What follows belongs to an exercise in optimizing a design on an open flow for small area and few clock cycles per item; a production flow would make more cautious choices.
The RTL was checked by simulation tests, not by an equivalence proof against the original design.
Power and IR drop assume default switching activity.

## job 7009
Design sorted_top_n_score_table_unit, start of the top module:
module sorted_top_n_score_table_unit #(
	parameter int TABLE_DEPTH = stst_pkg::TableDepthDef,
	parameter int NAME_BYTES  = stst_pkg::NameBytesDef
) (
	input  logic                       clk,
	input  logic                       arst_n,
	input  logic                       s_tvalid,
	output logic                       s_tready,
	input  logic [stst_pkg::InW-1:0]   s_tdata,
	output logic                       m_tvalid,
	input  logic                       m_tready,
	output logic [stst_pkg::OutW-1:0]  m_tdata
);
	localparam int CW = $clog2(TABLE_DEPTH + 1);
	localparam int KW = $clog2(TABLE_DEPTH);
	localparam int SW = stst_pkg::ScoreW;
	localparam int NW = stst_pkg::NameW;
	localparam int EW = SW + NW;
	logic [stst_pkg::FuncW-1:0]   func;
	logic [SW-1:0]                new_score;
	logic [NW-1:0]                new_name;
	logic [stst_pkg::RankW-1:0]   rank;
	logic [NW-1:0]                packed_name;
	logic [EW-1:0]                new_ent;
	logic [CW-1:0]                count_q;
	logic [CW-1:0]                count_nxt;
	logic                         m_tvalid_q;
	logic [stst_pkg::StatusW-1:0] status_q;
	logic [KW-1:0]                rsel_q;
	logic                         rok_q;
	logic [KW-1:0]                hit_idx;
	logic [TABLE_DEPTH-1:0]       rsel_oh;
	logic                         accept;
	logic                         empty;
	logic                         full;
	logic                         rank_ok;
	logic                         all_ge;
	logic                         del_ok;
	logic                         rd_ok;
	logic [stst_pkg::StatusW-1:0] status;
  ...
Settings: LEC_CHECK=0, CAP_MARGIN=20, CORE_MARGIN=2, CORE_UTILIZATION=65, CTS_CLUSTER_DIAMETER=80, CTS_CLUSTER_SIZE=30, PLACE_DENSITY=0.72, SLEW_MARGIN=20; clock period 6.0 ns.
standard.sh (not shown) runs the stock make flow with config.mk's settings and CLKGATE_MAP_FILE= SYNTH_SCRIPT=/design/flow/synth_recipe.tcl, a recipe that flattens the netlist after the stock synthesis.
==> flow/flow/run.sh <==
#!/bin/bash
# The standard layout (standard.sh), with two changes:
#  - synthesis is the standard flow's own script, but its abc step maps the logic with
#    flow/abc.script (Yosys's default ABC mapping script) instead of ORFS's
#    speed script (see flow/synth.tcl);
#  - the port buffers that global placement inserts (buffer_ports) are
#    sky130_fd_sc_hd__buf_1 cells instead of the delay buffer it picks.
# make's output goes to flow.log; each ORFS step keeps its own log under
# orfs/logs/.
set -euo pipefail
here=$(pwd)
export BUFFER_PORTS_ARGS="-buffer_cell sky130_fd_sc_hd__buf_1"
export STST_ABC_SCRIPT="$here/flow/abc.script"
STST_ORIG_SYNTH=$(grep -o 'SYNTH_SCRIPT=[^ ]*' standard.sh | head -1 | cut -d= -f2-)
export STST_ORIG_SYNTH
sed "s#SYNTH_SCRIPT=[^ ]*#SYNTH_SCRIPT=$here/flow/synth.tcl#" standard.sh > flow_standard.sh
bash flow_standard.sh finish > flow.log 2>&1
==> flow/flow/abc.script <==
strash
&get -n
&fraig -x
&put
dc2
strash
&get -n
&dch -f
&nf
&put
strash
&get -n
&dch -f
&nf
&put
==> flow/flow/synth.tcl <==
# Synthesis for this flow: the synthesis script the standard.sh names
# (STST_ORIG_SYNTH), run unchanged, except that its abc call maps the logic
# with the ABC script STST_ABC_SCRIPT instead of ORFS's speed script.
# Registers are mapped before abc runs, so they are the standard synthesis's.
proc abc {args} {
  set i [lsearch -exact $args -script]
  if {$i >= 0} {
    lset args [expr {$i + 1}] $::env(STST_ABC_SCRIPT)
  }
  yosys abc {*}$args
}
source $::env(STST_ORIG_SYNTH)
Testbench counts of job 7009, summed over its fixed seeds: cycles 4,808, items 4,800.
Setup changes, job 7009 to job 3334
==> flow/flow/abc.script <==
strash
&get -n
&fraig -x
&put
dc2
strash
&get -n
&dch -f
&nf
&put
-- flow/config.mk --
<<< job 7009, line 8
export CAP_MARGIN = 20
export CORE_MARGIN = 2
export CORE_UTILIZATION = 65
export CTS_CLUSTER_DIAMETER = 80
export CTS_CLUSTER_SIZE = 30
export PLACE_DENSITY = 0.72
export SLEW_MARGIN = 20
>>> job 3334, line 8
export CAP_MARGIN = 20
export CORE_MARGIN = 2
export CORE_UTILIZATION = 70
export CTS_CLUSTER_DIAMETER = 70
export CTS_CLUSTER_SIZE = 30
export PLACE_DENSITY = 0.8
export SLEW_MARGIN = 20
[summary]
Every stage of the flow completed for job 3334, and the final layout passed the timing, DRC and antenna checks. Sort job 3334 and job 7009 by total die area, ascending, and job 3334 comes first. Between job 3334 and job 7009, multi-input logic cell count is lower for job 7009, job 3334 comes in above that. Diff job 7009 -> job 3334: post-detailed-placement cell area flat, maximum frequency +2.8%. Looking at placement row count across job 3334 and job 7009, the one that comes out lower is job 3334. In terms of final area, job 7009 and job 3334 differ only marginally. Compared with job 7009, in job 3334 sequential share of layout area stayed essentially flat, aggregate routed wire length rose by 2.0%.
> inputs changed (job 3334 -> job 3291)
-- flow/config.mk --
<<< job 3334, line 9
export CORE_MARGIN = 2
export CORE_UTILIZATION = 70
export CTS_CLUSTER_DIAMETER = 70
export CTS_CLUSTER_SIZE = 30
export PLACE_DENSITY = 0.8
>>> job 3291, line 9
export CORE_MARGIN = 2
export CORE_UTILIZATION = 70
export CTS_CLUSTER_DIAMETER = 80
export CTS_CLUSTER_SIZE = 30
export PLACE_DENSITY = 0.8
### Flow results
Between job 3291 and job 3334, the difference in overall track demand over capacity in global routing is negligible. Diff job 3334 -> job 3291: total met3 wirelength after detailed routing -0.74%; number of non-filler instances in the completed layout -28; clock transition time at the flip-flop clock pins of the worst setup and hold paths +0.03 ns; worst clock skew -0.0074 ns. Compared with job 3334, job 3291 is the less power-hungry design. The number of multi-input logic gates of job 3291 and that of job 3334 are within noise of each other. From job 3334 to job 3291 the numbers moved as follows: number of clock buffers inserted by TritonCTS went down; fraction of layout cells with a size suffix above 1 fell by 0.44 points.
### job 3291 -> job 6111
-- flow/config.mk --
<<< job 3291, line 8
export CAP_MARGIN = 20
export CORE_MARGIN = 2
export CORE_UTILIZATION = 70
export CTS_CLUSTER_DIAMETER = 80
export CTS_CLUSTER_SIZE = 30
export PLACE_DENSITY = 0.8
export SLEW_MARGIN = 20
>>> job 6111, line 8
export CAP_MARGIN = 20
export CORE_MARGIN = 2
export CORE_UTILIZATION = 65
export CTS_CLUSTER_DIAMETER = 70
export CTS_CLUSTER_SIZE = 30
export PLACE_DENSITY = 0.72
export SLEW_MARGIN = 20
Findings:
Delta (job 6111 minus job 3291): register-to-register slack dropped 0.12 ns, post-route worst hold slack climbed 0.043 ns, cell depth of the worst setup path saw an increase, met2 layer wire length in the routed design saw little to no change, layout overhead on the synthesized area increased 1.5 points. The global-route usage in job 6111 sits 3.4 points below the value recorded for job 3291. Wire length of the first global-routing pass went down slightly going from job 3291 to job 6111. The worst setup path startpoint comes out s_tdata[3] in one run and rsel_q[2] in the other, namely in job 6111 and job 3291 respectively. Number of buffer and inverter instances along the worst setup path (lower): job 3291. Job 6111 vs. job 3291: count of mapped cells out of synthesis barely changed, slew at the pin closest to its max-slew limit went down by 0.14 ns, worst slew slack as a fraction of its limit up 9.2 points.

## port drivers added, routing unchanged
The results above use ideal ports. As a check the final layouts listed here were re-extracted and re-timed, cells and wires unchanged. Step 1 assumes that a clkbuf_16 drives the clock port and a buf_2 every other input. Step 2 adds t to the input delays and takes it off the output delays; t is the mean of the earliest and latest rising clock arrival at the registers after step 1. Input paths then give back, and output paths get back, about the clock's delay inside the block. Slacks: ideal ports / drivers / drivers and shift; pairs: ideal ports / drivers.
| run | t (ns) | setup WS [ns] | hold WS [ns] | clock arrival spread, ns |
|---|---|---|---|---|
| job 7009 | 0.766 | 0.416 / 0.467 / -0.299 | 0.530 / 0.477 / 0.560 | 0.051 / 0.051 |
| job 3334 | 0.766 | 0.569 / 0.491 / 0.164 | 0.538 / 0.483 / 0.556 | 0.049 / 0.050 |
| job 3291 | 0.770 | 0.549 / 0.473 / 0.077 | 0.504 / 0.451 / 0.559 | 0.042 / 0.042 |
| job 6111 | 0.773 | 0.611 / 0.667 / -0.106 | 0.546 / 0.496 / 0.554 | 0.056 / 0.056 |
With both steps, setup timing fails in job 7009 and job 6111, where it was met with ideal ports. For job 6111, which loses most, drivers alone change the setup slack by +0.056 ns; drivers and shift together by -0.717 ns.
